From an optimization exercise on the open Yosys and OpenROAD flow, aimed at small area, a short achievable clock period and few clock cycles; shortcuts taken in it are not production practice.
RTL that was checked went through simulation tests only; none was proved equivalent to the original.

==> flow/design.v <==
package udp_bridge_pkg;
	typedef logic [63:0] stream_data_t;
	typedef logic [7:0]  stream_keep_t;
	typedef logic [47:0] mac_addr_t;
	typedef logic [31:0] ip_addr_t;
	typedef logic [15:0] udp_port_t;
	typedef enum logic [1:0] {
		RX_IDLE,                            
		RX_PASS,                            
		RX_DROP                             
	} rx_state_e;
	typedef enum logic {
		TX_IDLE,                            
		TX_DATA                             
	} tx_state_e;
	localparam mac_addr_t DEF_LOCAL_MAC  = 48'hba0203040506;
	localparam ip_addr_t  DEF_LOCAL_IP   = 32'hc0a8006f;     
	localparam ip_addr_t  DEF_BCAST_IP   = 32'hc0a800ff;     
	localparam udp_port_t DEF_LOCAL_PORT = 16'd10086;        
	localparam mac_addr_t BCAST_MAC      = 48'hffffffffffff;
endpackage
`timescale 1ns/100ps
`timescale 1ns/100ps
`timescale 1ns/100ps
`timescale 1ns/100ps
module udp_bridge_top #(
	parameter udp_bridge_pkg::mac_addr_t LOCAL_MAC       = udp_bridge_pkg::DEF_LOCAL_MAC,
	parameter udp_bridge_pkg::ip_addr_t  LOCAL_IP        = udp_bridge_pkg::DEF_LOCAL_IP,
	parameter udp_bridge_pkg::ip_addr_t  BCAST_IP        = udp_bridge_pkg::DEF_BCAST_IP,
	parameter udp_bridge_pkg::udp_port_t LOCAL_PORT      = udp_bridge_pkg::DEF_LOCAL_PORT,
	parameter int                        FIFO_ADDR_WIDTH = 4
) (
	input  logic                         clk,
	input  logic                         rst_n,
	input  logic                         tx_axis_tvalid,
	output logic                         tx_axis_tready,
	input  udp_bridge_pkg::stream_data_t tx_axis_tdata,
	input  udp_bridge_pkg::stream_keep_t tx_axis_tkeep,
	input  logic                         tx_axis_tlast,
	output logic                         rx_axis_tvalid,
	input  logic                         rx_axis_tready,
	output udp_bridge_pkg::stream_data_t rx_axis_tdata,
	output udp_bridge_pkg::stream_keep_t rx_axis_tkeep,
	output logic                         rx_axis_tlast,
	output logic                         udp_tx_tvalid,
	output logic                         udp_tx_tlast,
	output udp_bridge_pkg::stream_keep_t udp_tx_tkeep,
	output udp_bridge_pkg::stream_data_t udp_tx_tdata,
	output udp_bridge_pkg::mac_addr_t    udp_tx_mac_src,
	output udp_bridge_pkg::mac_addr_t    udp_tx_mac_dest,
	output udp_bridge_pkg::ip_addr_t     udp_tx_ip_src,
	output udp_bridge_pkg::ip_addr_t     udp_tx_ip_dest,
	output udp_bridge_pkg::udp_port_t    udp_tx_port_src,
	output udp_bridge_pkg::udp_port_t    udp_tx_port_dest,
	input  logic                         udp_tx_tready,
	input  logic                         udp_rx_tvalid,
	input  logic                         udp_rx_tlast,
	input  udp_bridge_pkg::stream_keep_t udp_rx_tkeep,
	input  udp_bridge_pkg::stream_data_t udp_rx_tdata,
	input  udp_bridge_pkg::mac_addr_t    udp_rx_mac_src,
	input  udp_bridge_pkg::ip_addr_t     udp_rx_ip_src,
	input  udp_bridge_pkg::ip_addr_t     udp_rx_ip_dest,
	input  udp_bridge_pkg::udp_port_t    udp_rx_port_src,
	input  udp_bridge_pkg::udp_port_t    udp_rx_port_dest,
	output logic                         udp_rx_tready
);
	logic        rx_v;
	logic [72:0] rx_q;
	logic        rx_in_pkt;       
	logic        rx_acc_q;        
	logic        accept;
	logic        pass;
	logic        rx_xfer;
	logic        rx_first_acc;
	assign accept = (udp_rx_port_dest == LOCAL_PORT) &&
	                ((udp_rx_ip_dest == LOCAL_IP) || (udp_rx_ip_dest == BCAST_IP));
	assign pass   = rx_in_pkt ? rx_acc_q : accept;
	assign udp_rx_tready = !rx_v || rx_axis_tready;
	assign rx_xfer       = udp_rx_tvalid && udp_rx_tready;
	assign rx_first_acc  = rx_xfer && !rx_in_pkt && accept;
	always_ff @(posedge clk or negedge rst_n) begin
		if (!rst_n) begin
			rx_v      <= 1'b0;
			rx_in_pkt <= 1'b0;
			rx_acc_q  <= 1'b0;
		end else begin
			if (udp_rx_tready)
				rx_v <= rx_xfer && pass;
			if (rx_xfer) begin
				rx_in_pkt <= !udp_rx_tlast;
				rx_acc_q  <= pass;
			end
		end
	end
	always_ff @(posedge clk) begin
		if (udp_rx_tready)
			rx_q <= {udp_rx_tlast, udp_rx_tkeep, udp_rx_tdata};
	end
	assign rx_axis_tvalid = rx_v;
	assign {rx_axis_tlast, rx_axis_tkeep, rx_axis_tdata} = rx_q;
	localparam logic [95:0] PEER_BCAST = {udp_bridge_pkg::BCAST_MAC, BCAST_IP, LOCAL_PORT};
	logic [95:0] peer;
	logic [95:0] peer_n;
	logic        peer_load;
	logic        peer_keep;
	assign peer_load = rx_first_acc && rst_n;
	assign peer_keep = !rx_first_acc && rst_n;
	assign peer_n    = ({96{peer_load}} & {udp_rx_mac_src, udp_rx_ip_src, udp_rx_port_src}) |
	                   ({96{peer_keep}} & peer) |
	                   ({96{!rst_n}} & PEER_BCAST);
	always_ff @(posedge clk)
		peer <= peer_n;
	udp_bridge_pkg::mac_addr_t peer_mac_n;
	udp_bridge_pkg::ip_addr_t  peer_ip_n;
	udp_bridge_pkg::udp_port_t peer_port_n;
	assign {peer_mac_n, peer_ip_n, peer_port_n} = peer_n;
	logic        tx_v;
	logic [72:0] tx_q;
	logic        tx_in_pkt;       
	udp_bridge_pkg::mac_addr_t hdr_mac;
	udp_bridge_pkg::ip_addr_t  hdr_ip;
	udp_bridge_pkg::udp_port_t hdr_port;
	assign tx_axis_tready = !tx_v || udp_tx_tready;
	always_ff @(posedge clk or negedge rst_n) begin
		if (!rst_n) begin
			tx_v      <= 1'b0;
			tx_in_pkt <= 1'b0;
		end else begin
			if (tx_axis_tready)
				tx_v <= tx_axis_tvalid;
			if (tx_axis_tvalid && tx_axis_tready)
				tx_in_pkt <= !tx_axis_tlast;
		end
	end
	always_ff @(posedge clk) begin
		if (tx_axis_tready)
			tx_q <= {tx_axis_tlast, tx_axis_tkeep, tx_axis_tdata};
	end
	always_ff @(posedge clk) begin
		if (tx_axis_tready && !tx_in_pkt) begin
			hdr_mac  <= peer_mac_n;
			hdr_ip   <= peer_ip_n;
			hdr_port <= peer_port_n;
		end
	end
	assign udp_tx_tvalid = tx_v;
	assign {udp_tx_tlast, udp_tx_tkeep, udp_tx_tdata} = tx_q;
	assign udp_tx_mac_src   = LOCAL_MAC;
	assign udp_tx_ip_src    = LOCAL_IP;
	assign udp_tx_port_src  = LOCAL_PORT;
	assign udp_tx_mac_dest  = hdr_mac;
	assign udp_tx_ip_dest   = hdr_ip;
	assign udp_tx_port_dest = hdr_port;
endmodule
clock: 5.0 ns
lec_check: 0
abc_area: 1
cap_margin: 20
core_area: 2 2 143 143
die_area: 0 0 145 145
setup_slack_margin: 2.6
slew_margin: 20
standard.sh (not shown) runs the stock make flow with config.mk's settings and CLKGATE_MAP_FILE= SYNTH_SCRIPT=/design/flow/synth_recipe.tcl, a recipe that flattens the netlist after the stock synthesis.
==> flow/flow/run.sh <==
#!/bin/bash
# The standard ORFS flow (the standard.sh, unchanged synthesis), with:
#  - ports buffered with the smallest buffer instead of the default choice
#  - clock tree built from larger clusters, without dummy loads
#  - the constant outputs driven from one shared tie cell
set -euo pipefail
export BUFFER_PORTS_ARGS="-buffer_cell sky130_fd_sc_hd__buf_1"
export PLACE_PINS_ARGS="-min_distance 1 -min_distance_in_tracks"
export CTS_ARGS="-sink_clustering_enable -repair_clock_nets -dont_use_dummy_load -sink_clustering_size 30 -sink_clustering_max_diameter 80 -buf_list {sky130_fd_sc_hd__clkbuf_4 sky130_fd_sc_hd__clkbuf_8 sky130_fd_sc_hd__clkbuf_16}"
bash standard.sh floorplan > standard_floorplan.log 2>&1
R=orfs/results/sky130hd/udp_bridge_top/base
printf 'read_db %s\nsource flow/share_ties.tcl\nwrite_db %s\n' $R/2_floorplan.odb $R/2_floorplan.odb > share_ties_run.tcl
openroad -no_init -exit share_ties_run.tcl > share_ties.log 2>&1
bash standard.sh finish > standard.log 2>&1
Other scripts of this flow, unchanged in this note and not shown: flow/flow/share_ties.tcl
Next try:
--- a/flow/design.v
+++ b/flow/design.v
@@ -98,36 +98,39 @@
 	end
 	assign rx_axis_tvalid = rx_v;
 	assign {rx_axis_tlast, rx_axis_tkeep, rx_axis_tdata} = rx_q;
-	localparam logic [95:0] PEER_BCAST = {udp_bridge_pkg::BCAST_MAC, BCAST_IP, LOCAL_PORT};
-	logic [95:0] peer;
-	logic [95:0] peer_n;
-	logic        peer_load;
-	logic        peer_keep;
-	assign peer_load = rx_first_acc && rst_n;
-	assign peer_keep = !rx_first_acc && rst_n;
-	assign peer_n    = ({96{peer_load}} & {udp_rx_mac_src, udp_rx_ip_src, udp_rx_port_src}) |
-	                   ({96{peer_keep}} & peer) |
-	                   ({96{!rst_n}} & PEER_BCAST);
-	always_ff @(posedge clk)
-		peer <= peer_n;
-	udp_bridge_pkg::mac_addr_t peer_mac_n;
-	udp_bridge_pkg::ip_addr_t  peer_ip_n;
-	udp_bridge_pkg::udp_port_t peer_port_n;
-	assign {peer_mac_n, peer_ip_n, peer_port_n} = peer_n;
-	logic        tx_v;
+	udp_bridge_pkg::mac_addr_t peer_mac;
+	udp_bridge_pkg::ip_addr_t  peer_ip;
+	udp_bridge_pkg::udp_port_t peer_port;
+	always_ff @(posedge clk or negedge rst_n) begin
+		if (!rst_n) begin
+			peer_mac  <= udp_bridge_pkg::BCAST_MAC;
+			peer_ip   <= BCAST_IP;
+			peer_port <= LOCAL_PORT;
+		end else if (rx_first_acc) begin
+			peer_mac  <= udp_rx_mac_src;
+			peer_ip   <= udp_rx_ip_src;
+			peer_port <= udp_rx_port_src;
+		end
+	end
+	logic        tx_v;            
+	logic        tx_hide;         
 	logic [72:0] tx_q;
 	logic        tx_in_pkt;       
+	logic        tx_first_push;
 	udp_bridge_pkg::mac_addr_t hdr_mac;
 	udp_bridge_pkg::ip_addr_t  hdr_ip;
 	udp_bridge_pkg::udp_port_t hdr_port;
-	assign tx_axis_tready = !tx_v || udp_tx_tready;
+	assign tx_axis_tready = !tx_v || (udp_tx_tready && !tx_hide);
+	assign tx_first_push  = tx_axis_tvalid && tx_axis_tready && !tx_in_pkt;
 	always_ff @(posedge clk or negedge rst_n) begin
 		if (!rst_n) begin
 			tx_v      <= 1'b0;
+			tx_hide   <= 1'b0;
 			tx_in_pkt <= 1'b0;
 		end else begin
 			if (tx_axis_tready)
 				tx_v <= tx_axis_tvalid;
+			tx_hide <= (tx_first_push || tx_hide) && rx_first_acc;
 			if (tx_axis_tvalid && tx_axis_tready)
 				tx_in_pkt <= !tx_axis_tlast;
 		end
@@ -137,13 +140,13 @@
 			tx_q <= {tx_axis_tlast, tx_axis_tkeep, tx_axis_tdata};
 	end
 	always_ff @(posedge clk) begin
-		if (tx_axis_tready && !tx_in_pkt) begin
-			hdr_mac  <= peer_mac_n;
-			hdr_ip   <= peer_ip_n;
-			hdr_port <= peer_port_n;
+		if (tx_first_push || tx_hide) begin
+			hdr_mac  <= peer_mac;
+			hdr_ip   <= peer_ip;
+			hdr_port <= peer_port;
 		end
 	end
-	assign udp_tx_tvalid = tx_v;
+	assign udp_tx_tvalid = tx_v && !tx_hide;
 	assign {udp_tx_tlast, udp_tx_tkeep, udp_tx_tdata} = tx_q;
 	assign udp_tx_mac_src   = LOCAL_MAC;
 	assign udp_tx_ip_src    = LOCAL_IP;
Synthesized cell count falls by 20%.
Non-clock buffer count falls by 4.
Hold slack got worse by 0.014 ns.
Via count falls by 9.1%.
Setup slack improved by 0.0032 ns.
Count of clock-buffer cells in the layout is unchanged.
Critical path depth does not change.
Area after synthesis falls by 3.3%.
Testbench counts after the change, summed over its fixed seeds: cycles 8,841.
Function not checked in the first run of this note: the RTL went through the layout flow alone.

==> static timing again, ports no longer ideal <==
The results above use ideal ports. As a check the final layouts listed here were re-extracted and re-timed, cells and wires unchanged. Step 1 assumes that a clkbuf_16 drives the clock port and a buf_2 every other input. Step 2 also shifts input and output timing later by t, the mid clock arrival at the registers, as if the neighbouring blocks saw the same clock. Slacks: ideal / step 1 / step 2; pairs: ideal / step 1.
| run | t, ns | slack for setup (ns) | slew at the worst register clock pin (ns) |
|---|---|---|---|
| the first run | 0.524 | 2.614 / 2.556 / 2.240 | 0.11 / 0.11 |
| the second run | 0.525 | 2.617 / 2.550 / 2.204 | 0.11 / 0.11 |
After both steps every run listed still meets setup and hold. The setup slack of the second run, which loses most, moves by -0.067 ns with the drivers and by -0.413 ns with both steps.
